What follows belongs to an exercise in optimizing a design on an open flow for small area, a short achievable clock period and few clock cycles per item; a production flow would make more cautious choices. Only the layout flow was run in this run; the RTL was not checked for function there. No activity file was given, so power comes from the tool's default toggle rates.

==> flow/design.v <==
package conv_pkg;
    typedef enum logic [1:0] {
        MODE_CONV,       
        MODE_GAUSS,      
        MODE_ERODE       
    } conv_mode_e;
    typedef logic [8-1:0] pix_t;
    typedef logic signed [8-1:0] coef_t;
    typedef logic signed [19:0] acc_t;
    typedef logic [9-1:0] col_t;
    typedef logic [8-1:0] row_t;
endpackage
`timescale 1ns/10ps
module frame_scanner (
    input  logic                    clk_i,
    input  logic                    rstn_i,
    input  logic                    pix_valid_i,
    input  logic                    stall_i,
    input  logic                    deliver_i,    
    output logic                    busy_o,
    output logic                    step_o,       
    output logic [20-1:0]    sel_o,        
    output logic                    win_valid_o,  
    output logic                    first_row_o,
    output logic                    last_row_o,
    output logic                    first_col_o,
    output logic                    last_col_o
);
    typedef enum logic [1:0] {
        SCAN_FILL,       
        SCAN_RUN,
        SCAN_FLUSH       
    } scan_state_e;
    localparam int M   = 16;
    localparam int CAP = 4 + 1;
    scan_state_e               state_r;
    conv_pkg::col_t            in_col_r;
    conv_pkg::row_t            in_row_r;
    conv_pkg::col_t            c_col_r;    
    conv_pkg::row_t            c_row_r;
    logic [4-1:0]   al_r;       
    logic [3-1:0]   owed_r;     
    logic                      go_r;       
    logic                      busy_r;
    logic                      accept;
    logic                      step;
    logic                      create;
    logic                      in_col_end;
    logic                      in_row_end;
    logic                      c_col_end;
    logic                      c_row_end;
    logic                      empty;
    scan_state_e               state_n;
    conv_pkg::col_t            in_col_n;
    conv_pkg::row_t            in_row_n;
    conv_pkg::col_t            c_col_n;
    conv_pkg::row_t            c_row_n;
    logic [4-1:0]   al_n;
    logic [3-1:0]   owed_n;
    logic                      empty_n;
    logic                      go_n;
    assign in_col_end = (in_col_r == conv_pkg::col_t'(320 - 1));
    assign in_row_end = (in_row_r == conv_pkg::row_t'(240 - 1));
    assign c_col_end  = (c_col_r == conv_pkg::col_t'(320 - 1));
    assign c_row_end  = (c_row_r == conv_pkg::row_t'(240 - 1));
    assign empty      = (state_r == SCAN_FILL) && (in_col_r == '0) && (in_row_r == '0);
    assign busy_o = busy_r;
    assign accept = pix_valid_i && !stall_i && !busy_r;
    assign step   = accept || (state_r == SCAN_FLUSH && go_r);
    assign create = step && (state_r != SCAN_FILL);
    always_comb begin
        state_n  = state_r;
        in_col_n = in_col_r;
        in_row_n = in_row_r;
        c_col_n  = c_col_r;
        c_row_n  = c_row_r;
        if (step) begin
            if (accept) begin
                if (in_col_end) begin
                    in_col_n = '0;
                    in_row_n = in_row_end ? '0 : in_row_r + 1'b1;
                end else begin
                    in_col_n = in_col_r + 1'b1;
                end
            end
            if (state_r != SCAN_FILL) begin
                if (c_col_end) begin
                    c_col_n = '0;
                    c_row_n = c_row_end ? '0 : c_row_r + 1'b1;
                end else begin
                    c_col_n = c_col_r + 1'b1;
                end
            end
            case (state_r)
                SCAN_FILL: begin
                    if (in_row_r == conv_pkg::row_t'(1) && in_col_r == '0) begin
                        state_n = SCAN_RUN;       
                    end
                end
                SCAN_RUN: begin
                    if (in_row_end && in_col_end) begin
                        state_n = SCAN_FLUSH;
                    end
                end
                SCAN_FLUSH: begin
                    if (c_row_end && c_col_end) begin
                        state_n = SCAN_FILL;      
                    end
                end
                default: state_n = SCAN_FILL;
            endcase
        end
        if (empty || step_o) begin
            al_n = '0;
        end else begin
            al_n = al_r + 1'b1;
        end
        owed_n  = owed_r + (3)'(create) - (3)'(deliver_i);
        empty_n = (state_n == SCAN_FILL) && (in_col_n == '0) && (in_row_n == '0);
        go_n    = (empty_n || step || al_n == (4)'(M - 1)) &&
                  (state_n == SCAN_FILL || owed_n < (3)'(CAP));
    end
    always_ff @(posedge clk_i) begin
        if (!rstn_i) begin
            state_r  <= SCAN_FILL;
            in_col_r <= '0;
            in_row_r <= '0;
            c_col_r  <= '0;
            c_row_r  <= '0;
            al_r     <= '0;
            sel_o    <= (20)'(1);
            owed_r   <= '0;
            go_r     <= 1'b1;
            busy_r   <= 1'b0;
            step_o   <= 1'b0;
        end else begin
            state_r  <= state_n;
            in_col_r <= in_col_n;
            in_row_r <= in_row_n;
            c_col_r  <= c_col_n;
            c_row_r  <= c_row_n;
            al_r     <= al_n;
            if (!empty && !step_o && al_r == (4)'(M - 1)) begin
                sel_o <= {sel_o[0], sel_o[20-1:1]};
            end
            owed_r   <= owed_n;
            go_r     <= go_n;
            busy_r   <= !go_n || (state_n == SCAN_FLUSH);
            step_o   <= step;
        end
    end
    always_ff @(posedge clk_i) begin
        if (step) begin
            win_valid_o <= (state_r != SCAN_FILL);
            first_row_o <= (c_row_r == '0);
            last_row_o  <= c_row_end;
            first_col_o <= (c_col_r == '0);
            last_col_o  <= c_col_end;
        end
    end
endmodule
`timescale 1ns/10ps
module line_buffer (
    input  logic                    clk_i,
    input  logic [20-1:0]    sel_i,    
    input  logic                    wr_i,
    input  conv_pkg::pix_t          pix_i,
    output conv_pkg::pix_t          top_o,
    output conv_pkg::pix_t          mid_o
);
    localparam int W  = 320;
    localparam int PW = 8;
    localparam int M  = 16;
    logic [W*PW-1:0] row0_r;    
    logic [W*PW-1:0] row1_r;    
    for (genvar k = 0; k < W; k++) begin : g_pos
        localparam int N = (k + 1) % W;
        if (N % M == 0) begin : g_ap
            logic we;
            assign we = wr_i && sel_i[N / M];
            always_ff @(posedge clk_i) begin
                row0_r[k*PW +: PW] <= we ? row1_r[N*PW +: PW] : row0_r[N*PW +: PW];
                row1_r[k*PW +: PW] <= we ? pix_i : row1_r[N*PW +: PW];
            end
        end else begin : g_sh
            always_ff @(posedge clk_i) begin
                row0_r[k*PW +: PW] <= row0_r[N*PW +: PW];
                row1_r[k*PW +: PW] <= row1_r[N*PW +: PW];
            end
        end
    end
    always_comb begin
        top_o = '0;
        mid_o = '0;
        for (int j = 0; j < 20; j++) begin
            top_o = top_o | (row0_r[j*M*PW +: PW] & {PW{sel_i[j]}});
            mid_o = mid_o | (row1_r[j*M*PW +: PW] & {PW{sel_i[j]}});
        end
    end
endmodule
`timescale 1ns/10ps
module window_regs (
    input  logic                            clk_i,
    input  logic                            rstn_i,
    input  logic                            step_i,
    input  conv_pkg::pix_t                  top_i,
    input  conv_pkg::pix_t                  mid_i,
    input  conv_pkg::pix_t                  bot_i,
    input  logic                            win_valid_i,
    input  logic                            first_row_i,
    input  logic                            last_row_i,
    input  logic                            first_col_i,
    input  logic                            last_col_i,
    output conv_pkg::pix_t [9-1:0] tap_o,
    output logic                            tap_valid_o
);
    conv_pkg::pix_t win_r [3][3];    
    logic           first_row_r;
    logic           last_row_r;
    logic           first_col_r;
    logic           last_col_r;
    always_ff @(posedge clk_i) begin
        if (step_i) begin
            for (int r = 0; r < 3; r++) begin
                win_r[0][r] <= win_r[1][r];
                win_r[1][r] <= win_r[2][r];
            end
            win_r[2][0] <= top_i;
            win_r[2][1] <= mid_i;
            win_r[2][2] <= bot_i;
            first_row_r <= first_row_i;    
            last_row_r  <= last_row_i;
            first_col_r <= first_col_i;
            last_col_r  <= last_col_i;
        end
    end
    always_ff @(posedge clk_i) begin
        if (!rstn_i) begin
            tap_valid_o <= 1'b0;
        end else begin
            tap_valid_o <= step_i && win_valid_i;
        end
    end
    always_comb begin
        logic masked;
        for (int r = 0; r < 3; r++) begin
            for (int c = 0; c < 3; c++) begin
                masked = (r == 0 && first_row_r) || (r == 2 && last_row_r) ||
                         (c == 0 && first_col_r) || (c == 2 && last_col_r);
                tap_o[3*r + c] = masked ? '0 : win_r[c][r];
            end
        end
    end
endmodule
`timescale 1ns/10ps
module conv_engine (
    input  logic                                clk_i,
    input  logic                                rstn_i,
    input  logic                                stall_i,
    input  logic                                cfg_valid_i,
    input  logic [9*8-1:0]  cfg_coef_i,
    input  conv_pkg::conv_mode_e                cfg_mode_i,
    input  logic                                cfg_sat_i,
    input  conv_pkg::pix_t [9-1:0]     tap_i,
    input  logic                                tap_valid_i,
    output logic                                deliver_o,
    output logic                                out_valid_o,
    output conv_pkg::pix_t                      out_pix_o
);
    localparam int F = 4;
    conv_pkg::coef_t      coef_r [9];
    logic                 gauss_r;
    logic                 erode_r;
    logic                 sat_r;
    always_ff @(posedge clk_i) begin
        if (!rstn_i) begin
            for (int k = 0; k < 9; k++) begin
                coef_r[k] <= '0;
            end
            gauss_r <= 1'b0;
            erode_r <= 1'b0;
            sat_r   <= 1'b0;
        end else if (cfg_valid_i && !stall_i) begin
            for (int k = 0; k < 9; k++) begin
                coef_r[k] <= cfg_coef_i[(9 - k) * 8 - 1 -: 8];
            end
            gauss_r <= (cfg_mode_i == conv_pkg::MODE_GAUSS);
            erode_r <= (cfg_mode_i == conv_pkg::MODE_ERODE);
            sat_r   <= cfg_sat_i;
        end
    end
    logic signed [19:0] row_sum [3];
    logic               all_high;
    always_comb begin
        logic signed [8:0] w;
        for (int r = 0; r < 3; r++) begin
            row_sum[r] = '0;
            for (int c = 0; c < 3; c++) begin
                w = {coef_r[3*r + c][7] && !gauss_r, coef_r[3*r + c]};
                row_sum[r] = row_sum[r] + 20'(w * $signed({1'b0, tap_i[3*r + c]}));
            end
        end
        all_high = 1'b1;
        for (int k = 0; k < 9; k++) begin
            if (tap_i[k] < conv_pkg::pix_t'(128)) begin
                all_high = 1'b0;
            end
        end
    end
    logic signed [19:0] row_sum_r [3];
    logic               all_high_r;
    conv_pkg::pix_t     centre_r;
    logic               s1_valid_r;
    always_ff @(posedge clk_i) begin
        for (int r = 0; r < 3; r++) begin
            row_sum_r[r] <= row_sum[r];
        end
        all_high_r <= all_high;
        centre_r   <= tap_i[9/2];
    end
    always_ff @(posedge clk_i) begin
        if (!rstn_i) begin
            s1_valid_r <= 1'b0;
        end else begin
            s1_valid_r <= tap_valid_i;
        end
    end
    logic signed [19:0] sum;
    conv_pkg::pix_t     result;
    always_comb begin
        sum = row_sum_r[0] + row_sum_r[1] + row_sum_r[2];
        if (erode_r) begin
            result = all_high_r ? '1 : centre_r;
        end else if (gauss_r) begin
            result = sum[4 +: 8] +
                     conv_pkg::pix_t'(sum[4-1]);    
        end else if (sat_r && sum < 0) begin
            result = '0;
        end else if (sat_r && sum > 20'sd255) begin
            result = '1;
        end else begin
            result = sum[8-1:0];
        end
    end
    conv_pkg::pix_t          fifo_r [F];
    logic [2-1:0] wptr_r;
    logic [2-1:0] rptr_r;
    logic [2:0]   cnt_r;
    logic                    out_free;
    logic                    pop;
    logic                    push;
    assign out_free  = !out_valid_o || !stall_i;
    assign deliver_o = out_valid_o && !stall_i;
    assign pop       = out_free && (cnt_r != '0);
    assign push      = s1_valid_r && (!out_free || cnt_r != '0);
    always_ff @(posedge clk_i) begin
        if (!rstn_i) begin
            out_valid_o <= 1'b0;
            wptr_r      <= '0;
            rptr_r      <= '0;
            cnt_r       <= '0;
        end else begin
            if (out_free) begin
                out_valid_o <= pop || s1_valid_r;
            end
            if (push) begin
                wptr_r <= wptr_r + 1'b1;
            end
            if (pop) begin
                rptr_r <= rptr_r + 1'b1;
            end
            cnt_r <= cnt_r + (2+1)'(push) - (2+1)'(pop);
        end
    end
    always_ff @(posedge clk_i) begin
        if (out_free) begin
            out_pix_o <= pop ? fifo_r[rptr_r] : result;
        end
        if (push) begin
            fifo_r[wptr_r] <= result;
        end
    end
endmodule
`timescale 1ns/10ps
module conv_top (
    input  logic                                  clk_i,
    input  logic                                  rstn_i,
    input  logic                                  cfg_valid_i,
    input  logic [9*8-1:0]    cfg_coef_i,
    input  conv_pkg::conv_mode_e                  cfg_mode_i,
    input  logic                                  cfg_sat_i,
    input  logic                                  pix_valid_i,
    input  conv_pkg::pix_t                        pix_i,
    input  logic                                  stall_i,
    output logic                                  busy_o,
    output logic                                  out_valid_o,
    output conv_pkg::pix_t                        out_pix_o
);
    logic                               step;
    logic [20-1:0]               sel;
    logic                               deliver;
    logic                               win_valid;
    logic                               first_row;
    logic                               last_row;
    logic                               first_col;
    logic                               last_col;
    conv_pkg::pix_t                     pix_r;
    conv_pkg::pix_t                     top_pix;
    conv_pkg::pix_t                     mid_pix;
    conv_pkg::pix_t [9-1:0]    taps;
    logic                               tap_valid;
    always_ff @(posedge clk_i) begin
        pix_r <= pix_i;
    end
    frame_scanner i_frame_scanner (
        .clk_i       (clk_i),
        .rstn_i      (rstn_i),
        .pix_valid_i (pix_valid_i),
        .stall_i     (stall_i),
        .deliver_i   (deliver),
        .busy_o      (busy_o),
        .step_o      (step),
        .sel_o       (sel),
        .win_valid_o (win_valid),
        .first_row_o (first_row),
        .last_row_o  (last_row),
        .first_col_o (first_col),
        .last_col_o  (last_col)
    );
    line_buffer i_line_buffer (
        .clk_i (clk_i),
        .sel_i (sel),
        .wr_i  (step),
        .pix_i (pix_r),
        .top_o (top_pix),
        .mid_o (mid_pix)
    );
    window_regs i_window_regs (
        .clk_i       (clk_i),
        .rstn_i      (rstn_i),
        .step_i      (step),
        .top_i       (top_pix),
        .mid_i       (mid_pix),
        .bot_i       (pix_r),
        .win_valid_i (win_valid),
        .first_row_i (first_row),
        .last_row_i  (last_row),
        .first_col_i (first_col),
        .last_col_i  (last_col),
        .tap_o       (taps),
        .tap_valid_o (tap_valid)
    );
    conv_engine i_conv_engine (
        .clk_i       (clk_i),
        .rstn_i      (rstn_i),
        .stall_i     (stall_i),
        .cfg_valid_i (cfg_valid_i),
        .cfg_coef_i  (cfg_coef_i),
        .cfg_mode_i  (cfg_mode_i),
        .cfg_sat_i   (cfg_sat_i),
        .tap_i       (taps),
        .tap_valid_i (tap_valid),
        .deliver_o   (deliver),
        .out_valid_o (out_valid_o),
        .out_pix_o   (out_pix_o)
    );
endmodule
==> flow/run.sh <==
#!/bin/bash
# synth_recipe.tcl (not shown) runs the flow's synth.tcl, then flattens the netlist and writes it again
# the make line also repeats each setting of config.mk as NAME=value (left out here)
make -C /OpenROAD-flow-scripts/flow DESIGN_CONFIG=/design/flow/config.mk WORK_HOME=/design/flow/orfs CLKGATE_MAP_FILE= SYNTH_SCRIPT=/design/flow/synth_recipe.tcl finish
==> flow/config.mk <==
export PLATFORM = sky130hd
export DESIGN_NAME = conv_top
export DESIGN_NICKNAME = conv_top
export VERILOG_FILES = /design/flow/design.v
export SDC_FILE = /design/flow/constraint.sdc
export NUM_CORES = 4
export LEC_CHECK = 0
export CAP_MARGIN = 20
export CORE_MARGIN = 2
export CORE_UTILIZATION = 50
export SLEW_MARGIN = 20
==> flow/constraint.sdc <==
create_clock -name core_clock -period 11.0 [get_ports {clk_i}]
set_input_delay 2.2000 -clock core_clock [delete_from_list [all_inputs] [get_ports {clk_i}]]
set_output_delay 2.2000 -clock core_clock [all_outputs]
set_load 0.01 [all_outputs]
==> run notes <==
per-layer routing:
metal,GRT usage,part of all wire
met1,0.267,0.47
met4,0.0557,0.028
met3,0.0291,0.045
met2,0.301,0.45
met5,0,0
kinds of logic after synthesis:
group                    synth area share
XOR/XNOR                           0.0138
AND/OR/NAND/NOR                    0.0474
multiplexers                       0.0270
AO/OA/AOI/OAI                      0.0313
flip-flops                          0.732
adder cells (fa/ha/maj)             0.116
buffers and inverters              0.0329
area by class of cell:
class / instances / area [um^2] / area share
clock buffers: 693 / 13800 / 0.0800
flip-flops and latches: 5471 / 111000 / 0.640
inverters: 1053 / 3950 / 0.0229
clock inverters: 185 / 2350 / 0.0136
multi-input cells: 3745 / 35700 / 0.207
repair buffers: 143 / 1330 / 0.00767
diodes: 8 / 20.0 / 0.000116
well taps: 3978 / 4980 / 0.0288
critical path, delay by kind of cell, from the launching register on:
family	cells	cell delay (ns)
adder cells (fa/ha/maj)	7	3.21
XOR/XNOR	1	0.39
AND/OR/NAND/NOR	5	1.43
AO/OA/AOI/OAI	12	1.83
flip-flops	1	0.74
buffers and inverters	4	0.24
power by group through the flow:
stage / clock network [W] / logic (W) / registers, W
5_1_grt: 0.0180 / 0.00153 / 0.0203
3_5_place_dp: 0 / 0.00136 / 0.0207
2_1_floorplan: 0 / 0.000998 / 0.0206
4_1_cts: 0.0171 / 0.00137 / 0.0203
3_3_place_gp: 0 / 0.00133 / 0.0207
6_report: 0.0167 / 0.00136 / 0.0203
synth_stat cells (8+ instances only):
master                     instances
sky130_fd_sc_hd__nand2b_1         12
sky130_fd_sc_hd__or3_1            10
sky130_fd_sc_hd__xor2_1           86
sky130_fd_sc_hd__nor3_1           59
sky130_fd_sc_hd__ha_1            413
sky130_fd_sc_hd__and2_1          210
sky130_fd_sc_hd__o31ai_1           8
sky130_fd_sc_hd__nor4_1            8
sky130_fd_sc_hd__and2_0            8
sky130_fd_sc_hd__a22oi_1          35
sky130_fd_sc_hd__a22o_1           67
sky130_fd_sc_hd__mux4_2            8
sky130_fd_sc_hd__o21a_1           25
sky130_fd_sc_hd__a21boi_0         88
sky130_fd_sc_hd__fa_1            619
sky130_fd_sc_hd__a221oi_1         64
sky130_fd_sc_hd__nor2_1          155
sky130_fd_sc_hd__nor2b_1          96
sky130_fd_sc_hd__inv_1          1052
sky130_fd_sc_hd__o21bai_1         20
sky130_fd_sc_hd__mux2i_1          26
sky130_fd_sc_hd__o31a_1            9
sky130_fd_sc_hd__clkbuf_1        213
sky130_fd_sc_hd__o21ai_0          80
sky130_fd_sc_hd__a31o_2           16
sky130_fd_sc_hd__a21oi_1         128
sky130_fd_sc_hd__xnor2_1         152
sky130_fd_sc_hd__a211oi_1         13
sky130_fd_sc_hd__a21o_1           36
sky130_fd_sc_hd__nand3_1          69
sky130_fd_sc_hd__buf_1            45
sky130_fd_sc_hd__a31oi_1          15
sky130_fd_sc_hd__and3_1          175
sky130_fd_sc_hd__o211ai_1         16
sky130_fd_sc_hd__edfxtp_1        121
sky130_fd_sc_hd__dfxtp_1        5350
sky130_fd_sc_hd__o41ai_1          10
sky130_fd_sc_hd__nand4_1          37
sky130_fd_sc_hd__mux2_2          324
sky130_fd_sc_hd__nand2_1         574
through the flow:
stage               cell area, um^2   util
detailed placement           157000  0.519
finish                       173000  0.573
CTS                          173000  0.573
global placement             157000  0.519
global route                 173000  0.573
floorplan                    151000      -
path summary, 6_finish.rpt:
path	depth (start not counted)	endpoint	startpoint	slack, ns
max	29	i_conv_engine.row_sum_r[2][19]$_DFF_P_	i_conv_engine.coef_r[7][7]$_SDFFE_PN0P_	3.10
min	0	i_line_buffer.row0_r[1063]$_DFF_P_	i_line_buffer.row0_r[1071]$_DFF_P_	0.28
max reg2reg	29	i_conv_engine.row_sum_r[2][19]$_DFF_P_	i_conv_engine.coef_r[7][7]$_SDFFE_PN0P_	3.10
min reg2reg	0	i_line_buffer.row0_r[1063]$_DFF_P_	i_line_buffer.row0_r[1071]$_DFF_P_	0.28
flip-flops by register name, summed over array words and instances, names as in the netlist, 9 cells and up, named ones only:
name / flops
i_line_buffer.row0_r: 2560
i_conv_engine.coef_r: 72
i_line_buffer.row1_r: 2560
i_frame_scanner.sel_o: 20
i_conv_engine.fifo_r: 32
i_frame_scanner.in_col_r: 9
i_conv_engine.row_sum_r: 60
i_frame_scanner.c_col_r: 9
i_window_regs.win_r: 72
==> impl_table.tex <==
\begin{tabular}{lr}
\hline
Metric & Value \\
\hline
\multicolumn{2}{l}{\textbf{Global routing}} \\
\quad Antenna violations before repair & 16 \\
\quad First-pass GRT wire length & 441 mm \\
\quad Maximum number of pins on one net before global-route repair & 86 \\
\quad Grt ovf & 0 \\
\quad Total global routing track utilization & 0.189 \\
\quad Via count of the first global-routing pass & 73300 \\
\multicolumn{2}{l}{\textbf{Yosys}} \\
\quad Register area share after synthesis & 0.732 \\
\quad Cell area after technology mapping & 151000 um\^{}2 \\
\quad Dominant cell type by area after synthesis & sky130\_fd\_sc\_hd\_\_dfxtp\_1 \\
\quad Post-Syn Nets & 11700 \\
\quad EDFF count, synth & 121 \\
\quad Ranking of synthesized cells by area & sky130\_fd\_sc\_hd\_\_dfxtp\_1, sky130\_fd\_sc\_hd\_\_fa\_1, sky130\_fd\_sc\_hd\_\_ha\_1, sky130\_fd\_sc\_hd\_\_inv\_1, sky130\_fd\_sc\_hd\_\_mux2\_2 \\
\quad Count of different cell masters after synthesis & 85 \\
\quad Average size of a mapped cell & 14.4 um\^{}2 \\
\quad Number of flip-flops and latches in the synthesized netlist & 5471 \\
\quad Post-synth top flop & sky130\_fd\_sc\_hd\_\_dfxtp\_1 \\
\quad Syn Inst Count & 10500 \\
\quad Share of the synthesized area in the top cell type & 0.708 \\
\quad Warnings, synthesis & 9 \\
\quad Fraction of synthesis flops using an asynchronous set or reset pin & 0 \\
\multicolumn{2}{l}{\textbf{Floorplan}} \\
\quad Total Die Area & 307000 um\^{}2 \\
\quad Initial Utilization & 0.501 \\
\quad Die Span Y & 554 um \\
\quad Die boundary width & 554 um \\
\quad Standard cell core area & 302000 um\^{}2 \\
\quad Total I/O pin count & 98 \\
\quad Row cnt & 202 \\
\multicolumn{2}{l}{\textbf{Layout}} \\
\quad Share of layout cells above drive strength 1 & 0.108 \\
\quad Commonest cells after routing, fill and taps aside & sky130\_fd\_sc\_hd\_\_dfxtp\_1, sky130\_fd\_sc\_hd\_\_inv\_1, sky130\_fd\_sc\_hd\_\_fa\_1 \\
\quad Area added between synthesis and finish & 14.3\% \\
\quad Number of standard cells in the final layout excluding fillers & 15300 \\
\quad Number of fill cells & 23700 \\
\quad Post-layout net count & 12000 \\
\quad Leading cell type in the layout, fill and taps excluded & sky130\_fd\_sc\_hd\_\_dfxtp\_1 \\
\multicolumn{2}{l}{\textbf{STA}} \\
\quad Transition at the pin with the smallest max-transition slack & 1.09 ns \\
\quad Final cycle utilization of the critical path & 0.719 \\
\quad Skew final & 0.0593 ns \\
\quad Final-layout setup total negative slack & 0 ns \\
\quad PnR worst setup slack & 3.10 ns \\
\quad Final Hold Viols & 0 \\
\quad Worst rel slew slack & 0.274 \\
\quad Worst hold slack & 0.284 ns \\
\quad Setup-violating endpoint count in the final report & 0 \\
\quad Number of max-slew violations in the final report & 0 \\
\quad Unrepaired setup endpoints after global routing & no \\
\quad Final critical delay including setup and external delays & 7.90 ns \\
\quad Fmax & 127 MHz \\
\multicolumn{2}{l}{\textbf{Power}} \\
\quad Switching Share & 0.209 \\
\quad Sw power & 0.00803 W \\
\quad Relative contribution of combinational cells to total power & 0.035 \\
\quad Worst IR drop on VDD & 0.000143 V \\
\quad Total power density per cell area & 222 nW/um\^{}2 \\
\quad LEAKAGE & 73.4 nW \\
\quad Reg power frac & 0.529 \\
\quad Part of the power in the clock network & 0.436 \\
\quad Power, Total & 0.0384 W \\
\quad Internal power consumption & 0.0303 W \\
\multicolumn{2}{l}{\textbf{Placed design}} \\
\quad Count of input and output buffers & 97 \\
\quad Setup slack after placement & 3.04 ns \\
\quad Final estimated routing congestion in global placement & 0.846 \\
\quad Post-DP HPWL & 193 mm \\
\quad Number of instances in the placed design & 14400 \\
\multicolumn{2}{l}{\textbf{Clock network}} \\
\quad TritonCTS clock tree & done \\
\quad Clk slew on worst S/H paths & 0.06 ns \\
\quad Setup repair bufs after CTS & 0 \\
\quad Post-cts sizing count & 0 \\
\quad Clock tree root buffer cell & sky130\_fd\_sc\_hd\_\_clkbuf\_16 \\
\quad Number of clock buffers inserted by TritonCTS & 473 \\
\quad Source-to-sink clock delay at the later pin of the worst-skew pair & 0.94 ns \\
\quad Clock sinks & 5471 \\
\quad Number of hold-repair buffers added at the cts stage & 0 \\
\quad Buffer depth of the longest clock path & 4 \\
\quad Number of levels in the clock H-tree & 5 \\
\multicolumn{2}{l}{\textbf{Routing}} \\
\quad Vias & 70400 \\
\quad Routed len/inst & 18.9 um \\
\quad Vias per inst & 4.61 \\
\quad Overall routed net length & 288 mm \\
\quad Final antenna-violating net count & 0 \\
\quad TritonRoute pass-1 iters & 6 \\
\quad Number of design rule violations left after detail routing & 0 \\
\quad First-iteration detailed-routing DRC count & 3994 \\
\multicolumn{2}{l}{\textbf{Run status}} \\
\quad Run status & timing/DRC/antenna clean \\
\multicolumn{2}{l}{\textbf{Worst setup path}} \\
\quad Required time of the worst setup path & 11.88 ns \\
\quad Delay of the slowest cell on the worst path & 0.81 ns \\
\quad Startpoint type of the worst setup path & register \\
\quad Endpoint type of the worst setup path & register \\
\quad Critical path class & reg -> reg \\
\quad Worst endpoint data arrival time & 8.78 ns \\
\quad Slowest cell on the critical path & sky130\_fd\_sc\_hd\_\_nor2b\_1 \\
\quad Max Fanout on Critical Path & 10 \\
\multicolumn{2}{l}{\textbf{Min path}} \\
\quad Kind of path behind the tightest hold check & reg -> reg \\
\multicolumn{2}{l}{\textbf{Run}} \\
\quad Max Cap Viol & 0 \\
\hline
\end{tabular}

-- re-timing with driven ports --
The flow's constraints put no driver on any port. The routed layout listed below was extracted and timed again, unchanged, in two steps. Step 1 assumes that a clkbuf_16 drives the clock port and a buf_2 every other input. Step 2 also shifts input and output timing later by t, the mid clock arrival at the registers, as if the neighbouring blocks saw the same clock. a / b / c = ideal ports / drivers / drivers and shift; a / b = the first two.
t (ns): 1.011
setup slack, ns: 3.096 / 3.096 / 3.096
worst hold slack (ns): 0.284 / 0.284 / 0.284
worst setup path after step 2: register to register
After both steps this run still meets setup and hold. For this run, drivers alone change the setup slack by 0.000 ns; drivers and shift together by 0.000 ns.
